This design comes from an exercise in tuning for small area, a short achievable clock period and few clock cycles per item on the open sky130 flow, not from production work.
In this exercise RTL edits were held to simulation tests only and were not proved equivalent to the original.
Power and IR drop assume default switching activity.

==> design/flow/design.v <==
`timescale 1ns/1ps
package icache_pkg;
    localparam int ADDR_W = 32;
    localparam int WORD_W = 32;
    localparam int NUM_SETS    = 8;
    localparam int NUM_WAYS    = 4;
    localparam int BLOCK_WORDS = 4;
    localparam int MEM_CREDITS_MAX = 4;    
endpackage
`timescale 1ns/1ps
module icache_tag_array (
    input  logic        Clk,
    input  logic        arst_n,
    input  logic [2:0]  set_idx,
    input  logic [24:0] tag,
    input  logic        alloc,       
    output logic        hit,
    output logic [3:0]  hit_oh,
    output logic [1:0]  victim
);
    logic [24:0] tags [8][4];
    logic [1:0]  ptr  [8];
    logic        full [8];
    always_comb begin
        hit    = 1'b0;
        hit_oh = '0;
        for (int w = 0; w < 4; w++) begin
            if ((full[set_idx] || (2'(w) < ptr[set_idx])) && tags[set_idx][w] == tag) begin
                hit_oh[w] = 1'b1;
                hit       = 1'b1;
            end
        end
    end
    assign victim = ptr[set_idx];
    always_ff @(posedge Clk or negedge arst_n) begin
        if (!arst_n) begin
            for (int s = 0; s < 8; s++) begin
                ptr[s]  <= '0;
                full[s] <= 1'b0;
            end
        end else if (alloc) begin
            ptr[set_idx] <= ptr[set_idx] + 2'd1;
            if (ptr[set_idx] == 2'd3) full[set_idx] <= 1'b1;
        end
    end
    always_ff @(posedge Clk) begin
        for (int s = 0; s < 8; s++)
            for (int w = 0; w < 4; w++)
                if (alloc && set_idx == 3'(s) && victim == 2'(w)) tags[s][w] <= tag;
    end
endmodule
`timescale 1ns/1ps
module icache_data_array (
    input  logic        Clk,
    input  logic        we,
    input  logic [2:0]  wset,
    input  logic [1:0]  wway,
    input  logic [1:0]  wword,
    input  logic [31:0] wdata,
    input  logic [2:0]  rset,
    input  logic [1:0]  rword,
    input  logic [3:0]  rway_oh,
    output logic [31:0] rdata
);
    logic [31:0] mem [8][4][4];
    always_ff @(posedge Clk) begin
        for (int s = 0; s < 8; s++)
            for (int w = 0; w < 4; w++)
                for (int i = 0; i < 4; i++)
                    if (we && wset == 3'(s) && wway == 2'(w) && wword == 2'(i))
                        mem[s][w][i] <= wdata;
    end
    always_comb begin
        rdata = '0;
        for (int w = 0; w < 4; w++)
            rdata = rdata | ({32{rway_oh[w]}} & mem[rset][w][rword]);
    end
endmodule
`timescale 1ns/1ps
module icache_top (
    input  logic        Clk,
    input  logic        arst_n,
    input  logic        fetch_req_valid,
    input  logic [31:0] fetch_req_addr,
    input  logic        mem_credit,
    input  logic        mem_beat_valid,
    input  logic [31:0] mem_beat_data,
    output logic        fetch_rsp_valid,
    output logic [31:0] fetch_rsp_instr,
    output logic        busy,
    output logic        mem_req_valid,
    output logic [31:0] mem_req_addr
);
    logic        l_vld, s_vld, busy_q;
    logic [29:0] l_addr, s_addr;           
    logic        accept, done;
    assign accept = fetch_req_valid && !busy_q;
    assign busy   = busy_q;
    logic [1:0]  act;                      
    logic [27:0] fblk [2];                 
    logic [1:0]  fway [2];
    logic        fh, ft;                   
    logic [1:0]  bc;                       
    logic [7:0]  wmask;                    
    logic        lpf;                      
    logic [1:0]  lpk;
    logic [2:0]  credits;
    logic [27:0] blk;
    logic [1:0]  k;
    logic        hit;
    logic [3:0]  hit_oh;
    logic [1:0]  victim;
    logic [31:0] arr_rd;
    logic        alloc, push, r_arr, r_fwd, r_beat;
    assign blk = l_addr[29:2];
    assign k   = l_addr[1:0];
    icache_tag_array u_tags (
        .Clk, .arst_n, .set_idx(blk[2:0]), .tag(blk[27:3]), .alloc,
        .hit, .hit_oh, .victim
    );
    icache_data_array u_data (
        .Clk, .we(mem_beat_valid), .wset(fblk[fh][2:0]), .wway(fway[fh]), .wword(bc),
        .wdata(mem_beat_data), .rset(blk[2:0]), .rword(k), .rway_oh(hit_oh), .rdata(arr_rd)
    );
    logic pm0, pm1, pend, pf, on_head, arrived, arriving, mask_empty, order_ok;
    logic       push_f;
    logic [2:0] head_pos;
    assign pm0        = act[0] && (fblk[0] == blk);
    assign pm1        = act[1] && (fblk[1] == blk);
    assign pend       = pm0 || pm1;
    assign pf         = pm1;
    assign on_head    = (pf == fh);
    assign arrived    = on_head && (k < bc);
    assign arriving   = on_head && (k == bc) && mem_beat_valid;
    assign mask_empty = (wmask == '0);
    assign order_ok   = mask_empty || ((pf == lpf) && (k > lpk)) || ((pf != lpf) && (lpf == fh));
    always_comb begin
        alloc = 1'b0;
        push  = 1'b0;
        r_arr = 1'b0;      
        r_fwd = 1'b0;      
        if (l_vld) begin
            if (pend) begin
                if (arrived)       r_arr = mask_empty;
                else if (arriving) r_fwd = mask_empty;
                else               push  = order_ok;
            end else if (hit) begin
                r_arr = mask_empty;
            end else begin
                alloc = !act[ft] && (credits != 3'd0);
                push  = alloc;
            end
        end
    end
    assign push_f   = pend ? pf : ft;
    assign done     = alloc || push || r_arr || r_fwd;
    assign head_pos = {fh, bc};
    assign r_beat   = mem_beat_valid && wmask[head_pos];    
    always_ff @(posedge Clk or negedge arst_n) begin
        if (!arst_n) begin
            l_vld           <= 1'b0;
            s_vld           <= 1'b0;
            busy_q          <= 1'b0;
            act             <= '0;
            fh              <= 1'b0;
            ft              <= 1'b0;
            bc              <= '0;
            wmask           <= '0;
            lpf             <= 1'b0;
            lpk             <= '0;
            credits         <= '0;
            fetch_rsp_valid <= 1'b0;
            mem_req_valid   <= 1'b0;
        end else begin
            if (done) begin
                l_vld <= s_vld || accept;
                s_vld <= s_vld && accept;
            end else begin
                l_vld <= l_vld || accept;
                s_vld <= s_vld || (l_vld && accept);
            end
            busy_q <= !done && ((l_vld && s_vld) || (l_vld && accept));
            if (mem_credit && !alloc) begin
                if (credits != 3'(icache_pkg::MEM_CREDITS_MAX)) credits <= credits + 3'd1;
            end else if (!mem_credit && alloc) begin
                credits <= credits - 3'd1;
            end
            if (alloc) begin
                act[ft] <= 1'b1;
                ft      <= !ft;
            end
            if (mem_beat_valid) begin
                bc <= bc + 2'd1;
                if (bc == 2'd3) begin
                    act[fh] <= 1'b0;
                    fh      <= !fh;
                end
            end
            for (int i = 0; i < 8; i++) begin
                if (push && {push_f, k} == 3'(i))          wmask[i] <= 1'b1;
                else if (r_beat && head_pos == 3'(i))      wmask[i] <= 1'b0;
            end
            if (push) begin
                lpf <= push_f;
                lpk <= k;
            end
            fetch_rsp_valid <= r_beat || r_arr || r_fwd;
            mem_req_valid   <= alloc;
        end
    end
    always_ff @(posedge Clk) begin
        if ((done && s_vld) || (accept && (done || !l_vld)))
            l_addr <= s_vld ? s_addr : fetch_req_addr[31:2];
        if (accept && l_vld && !done) s_addr <= fetch_req_addr[31:2];
        if (alloc) begin
            fblk[ft] <= blk;
            fway[ft] <= victim;
            mem_req_addr <= {blk, 4'b0};
        end
        if (r_beat || r_fwd || r_arr) fetch_rsp_instr <= r_arr ? arr_rd : mem_beat_data;
    end
endmodule
==> design/flow/run.sh <==
#!/bin/bash
# synth_recipe.tcl (not shown) runs the flow's synth.tcl, then flattens the netlist and writes it again
# the make line also repeats each setting of config.mk as NAME=value (left out here)
make -C /OpenROAD-flow-scripts/flow DESIGN_CONFIG=/design/flow/config.mk WORK_HOME=/design/flow/orfs CLKGATE_MAP_FILE= SYNTH_SCRIPT=/design/flow/synth_recipe.tcl finish
==> design/flow/config.mk <==
export PLATFORM = sky130hd
export DESIGN_NAME = icache_top
export DESIGN_NICKNAME = icache_top
export VERILOG_FILES = /design/flow/design.v
export SDC_FILE = /design/flow/constraint.sdc
export NUM_CORES = 4
export LEC_CHECK = 0
export CAP_MARGIN = 20
export CORE_MARGIN = 2
export CORE_UTILIZATION = 40
export SLEW_MARGIN = 20
export SYNTH_MEMORY_MAX_BITS = 16384
==> design/flow/constraint.sdc <==
create_clock -name core_clock -period 6.0 [get_ports {Clk}]
set_input_delay 1.2000 -clock core_clock [delete_from_list [all_inputs] [get_ports {Clk}]]
set_output_delay 1.2000 -clock core_clock [all_outputs]
set_load 0.01 [all_outputs]
==> run notes <==
outcome complete, no violations; ys async rst share 0.00956; cell leakage power ~70 nW; gr busiest metal met2; vias after detailed routing between 100k and 150k; Worst Tran Pin Value around 1.2 ns; Cell variety after synth between 80 and 90; Worst setup SP type flop; combinational share of power 0.194; Clk pwr share 0.344; fin crit share 0.951; DRT iter0 DRCs about 22000; H-tree Lvls 6; ys flop type edfxtp_1; top post-synthesis cells by area edfxtp_1 (81%), a22oi_1 (8.2%), nand2_1 (1.5%); Final setup viols 0; worst IR drop on VDD ~0.33 mV; Clock Tree Root clkbuf_16; Yosys top cell by area edfxtp_1; initial core utilization 0.402; CP max stage cell inv_2; Placed Area slightly above 0.2 sq mm; final worst setup slack between 0.2 and 0.3 ns; Worst Path Required ~6.9 ns; Avg Vias per Cell 6.43; area of the multi-input gates 0.0333 sq mm; Mapped Cells ~10000; Post-CTS Setup Repair Bufs 0; GR Layer Usage met3 0.0555; Final Hold Violating Endpoints 0; row cnt around 250; post-synthesis sequential area ratio 0.813; net switching power around 27 mW; fillers 39100; IO Count about 140; Tot Pwr ~90 mW; number of flops mapped to enable cells by yosys about 5100; most common cell in the netlist edfxtp_1; clock tree buffer depth 4; clk sinks a little over 5000; min cycle time layout between 5 and 6 ns; post_cts resized 0; sequential power share 0.463; setup slack at placement between 0.4 and 0.5 ns; Max-Cap Viols 0; Power per Cell Area 417 mW/mm^2; first drt pass iteration count 8; hold buffer count at cts 0; Yosys reg bits a little over 5000; Critical path buffers and inverters 3; Register Area roughly 0.15 sq mm; Post-Route Utilization 0.465; port bufs around 130; HPWL Detailed about 360000 microns; routed wire length 662000 microns; crit path kind flop to flop; Antenna Violating Nets Remaining 0; CTS Buf Count approximately 520; Post-Syn Area ~0.19 sq mm; clk_skew between 0.09 and 0.1 ns; drt wl/cell between 30 and 40 microns; GR met2 Demand/Resource 0.418; Worst Path Max Fanout 33; GRT overflow 0; vias in the first global route 109000; largest net degree at the start of global routing a little under 100; # nets final around 11000; max_slew headroom 0.166; synth-to-layout area growth 15.8%; RSZ-0062 raised after global routing false; commonest cells in the synthesized netlist edfxtp_1 (5076), a22oi_1 (2053), nand2_1 (738), clkbuf_1 (501), nand4_1 (290); chip width around 690 microns; CP top delay family simple AND/OR/NAND/NOR gates; synth warn 7; switching portion of total power 0.298; WHS about 0.28 ns; final non-filler cell area approximately 0.22 sq mm; max-slew violations 0; die area 0.478 sq mm; first-pass GRT wire length a little under 900000 microns; crit path DAT 6.65 ns; Synth top area share 0.806; slowest stage delay, CP between 0.8 and 0.9 ns; core area between 0.4 and 0.5 sq mm; placer congestion estimate between 0.8 and 0.9; initial antenna violation count between 40 and 50; Syn Area/Cell around 18 sq um; Worst-path clk slew around 0.06 ns; Total Routing Usage GR 0.267; CTS tree built; met1 usage 0.364; DRC 0; Die Y 691 microns; Skew-Pair Late Insertion Delay approximately 1.1 ns; min-delay worst type primary input to async pin; internal power ~64 mW; crit-path cells inv_2 > nor2_1 > a221o_1 > xor2_1 > nor4_1 > nand3_1 > nor3_2 > buf_4 > buf_4 > a22oi_1 > nand3_1 > mux2_4; fmax 175 MHz; share of layout cells above drive strength 1 0.152; Worst setup EP type flop
through the flow:
| step | TNS [ns] | instances |
|---|---|---|
| final | 0 | 17700 |
| after global routing | 0 | 17700 |
| after CTS | 0 | 17700 |
| after detailed placement | 0 | 16800 |
| after global placement | 0 | 16800 |
| after floorplan | -18.12 | 10500 |
power groups by stage:
stage               registers (mW)  clock network (mW)  logic, mW
floorplan                     43.0                   0       8.02
global placement              42.9                   0       16.9
detailed placement            43.0                   0       17.1
CTS                           42.3                31.5       17.2
global route                  42.3                32.8       18.2
finish                        42.3                31.4       17.7
state kept, by name, indices dropped and copies added (netlist names), 2 cells and up:
signal	flops
bc	2
fblk	56
u_tags.tags	800
s_addr	30
l_addr	30
u_data.mem	4096
mem_req_addr	28
wmask	8
lpk	2
u_tags.full	8
credits	3
u_tags.ptr	16
fetch_rsp_instr	32
act	2
fway	4
final cells by class:
cell class,instances,area share
Inverter,29,0.000497
Sequential cell,5125,0.702
Antenna cell,9,0.000103
Tap cell,6223,0.0356
Timing Repair Buffer,726,0.0356
Clock buffer,642,0.0625
Clock inverter,275,0.0115
Multi-Input combinational cell,4678,0.152
per-layer routing:
metal / vias to the layer above / wire, microns
met3: 1670 / 88600
met5: - / 172
met4: 28 / 34300
met1: 58600 / 239000
met2: 9451 / 300000
li1: 44200 / -
cell families after synthesis:
family | count (synthesis) | synth area share
AO/OA/AOI/OAI | 2449 | 0.0961
XOR/XNOR | 147 | 0.00681
multiplexers | 325 | 0.0249
AND/OR/NAND/NOR | 1738 | 0.0442
flip-flops | 5125 | 0.813
other | 1 | 0.0000198
buffers and inverters | 658 | 0.0143
adder cells (fa/ha/maj) | 15 | 0.00102
final timing paths:
check	start	endpoint	slack, ns	cells after the start
max in group asynchronous	arst_n	u_tags.full[4]	5.08	2
worst max-delay path	l_addr[3]	fetch_rsp_instr[16]	0.29	12
min in group core_clock	u_tags.full[7]	u_tags.full[7]	0.47	1
worst min-delay path	arst_n	mem_req_valid	0.28	2
worst min register to register	u_tags.full[7]	u_tags.full[7]	0.47	1
worst max register to register	l_addr[3]	fetch_rsp_instr[16]	0.29	12
cells in the final DEF (no fill, tap or decap), types with 76 or more instances in the layout:
cell and count:
a22oi_1 2053, and2_2 125, buf_12 168, buf_4 460, clkbuf_1 112, clkbuf_16 530, clkdlybuf4s50_1 96, clkinv_1 107
edfxtp_1 5076, mux2i_1 136, mux4_2 95, nand2_1 738, nand4_1 290, nor2_1 138, nor3_1 137, o21ai_0 76
xnor2_1 86
Testbench counts, summed over its fixed seeds: cycles 16,449, fetches 12,000.

separate check: timing with driven ports:
How much do the figures lean on ideal ports? The routed layout below was timed once more, with nothing changed but the port constraints. Step 1: set_driving_cell puts a clkbuf_16 on Clk and a buf_2 on each other input, an assumption about the parent block. Step 2 adds t to the input delays and takes it off the output delays; t is the mean of the earliest and latest rising clock arrival at the registers after step 1. Input paths then give back, and output paths get back, about the clock's delay inside the block. Three values: ideal, step 1, step 2; two values: the first two.
t, ns: 1.157
slack for setup (ns): 0.291 / 0.291 / 0.291
hold slack, ns: 0.284 / 0.203 / 0.472
After both steps setup and hold are still met in this run. The setup slack of this run moves by 0.000 ns with the drivers and by 0.000 ns with both steps.
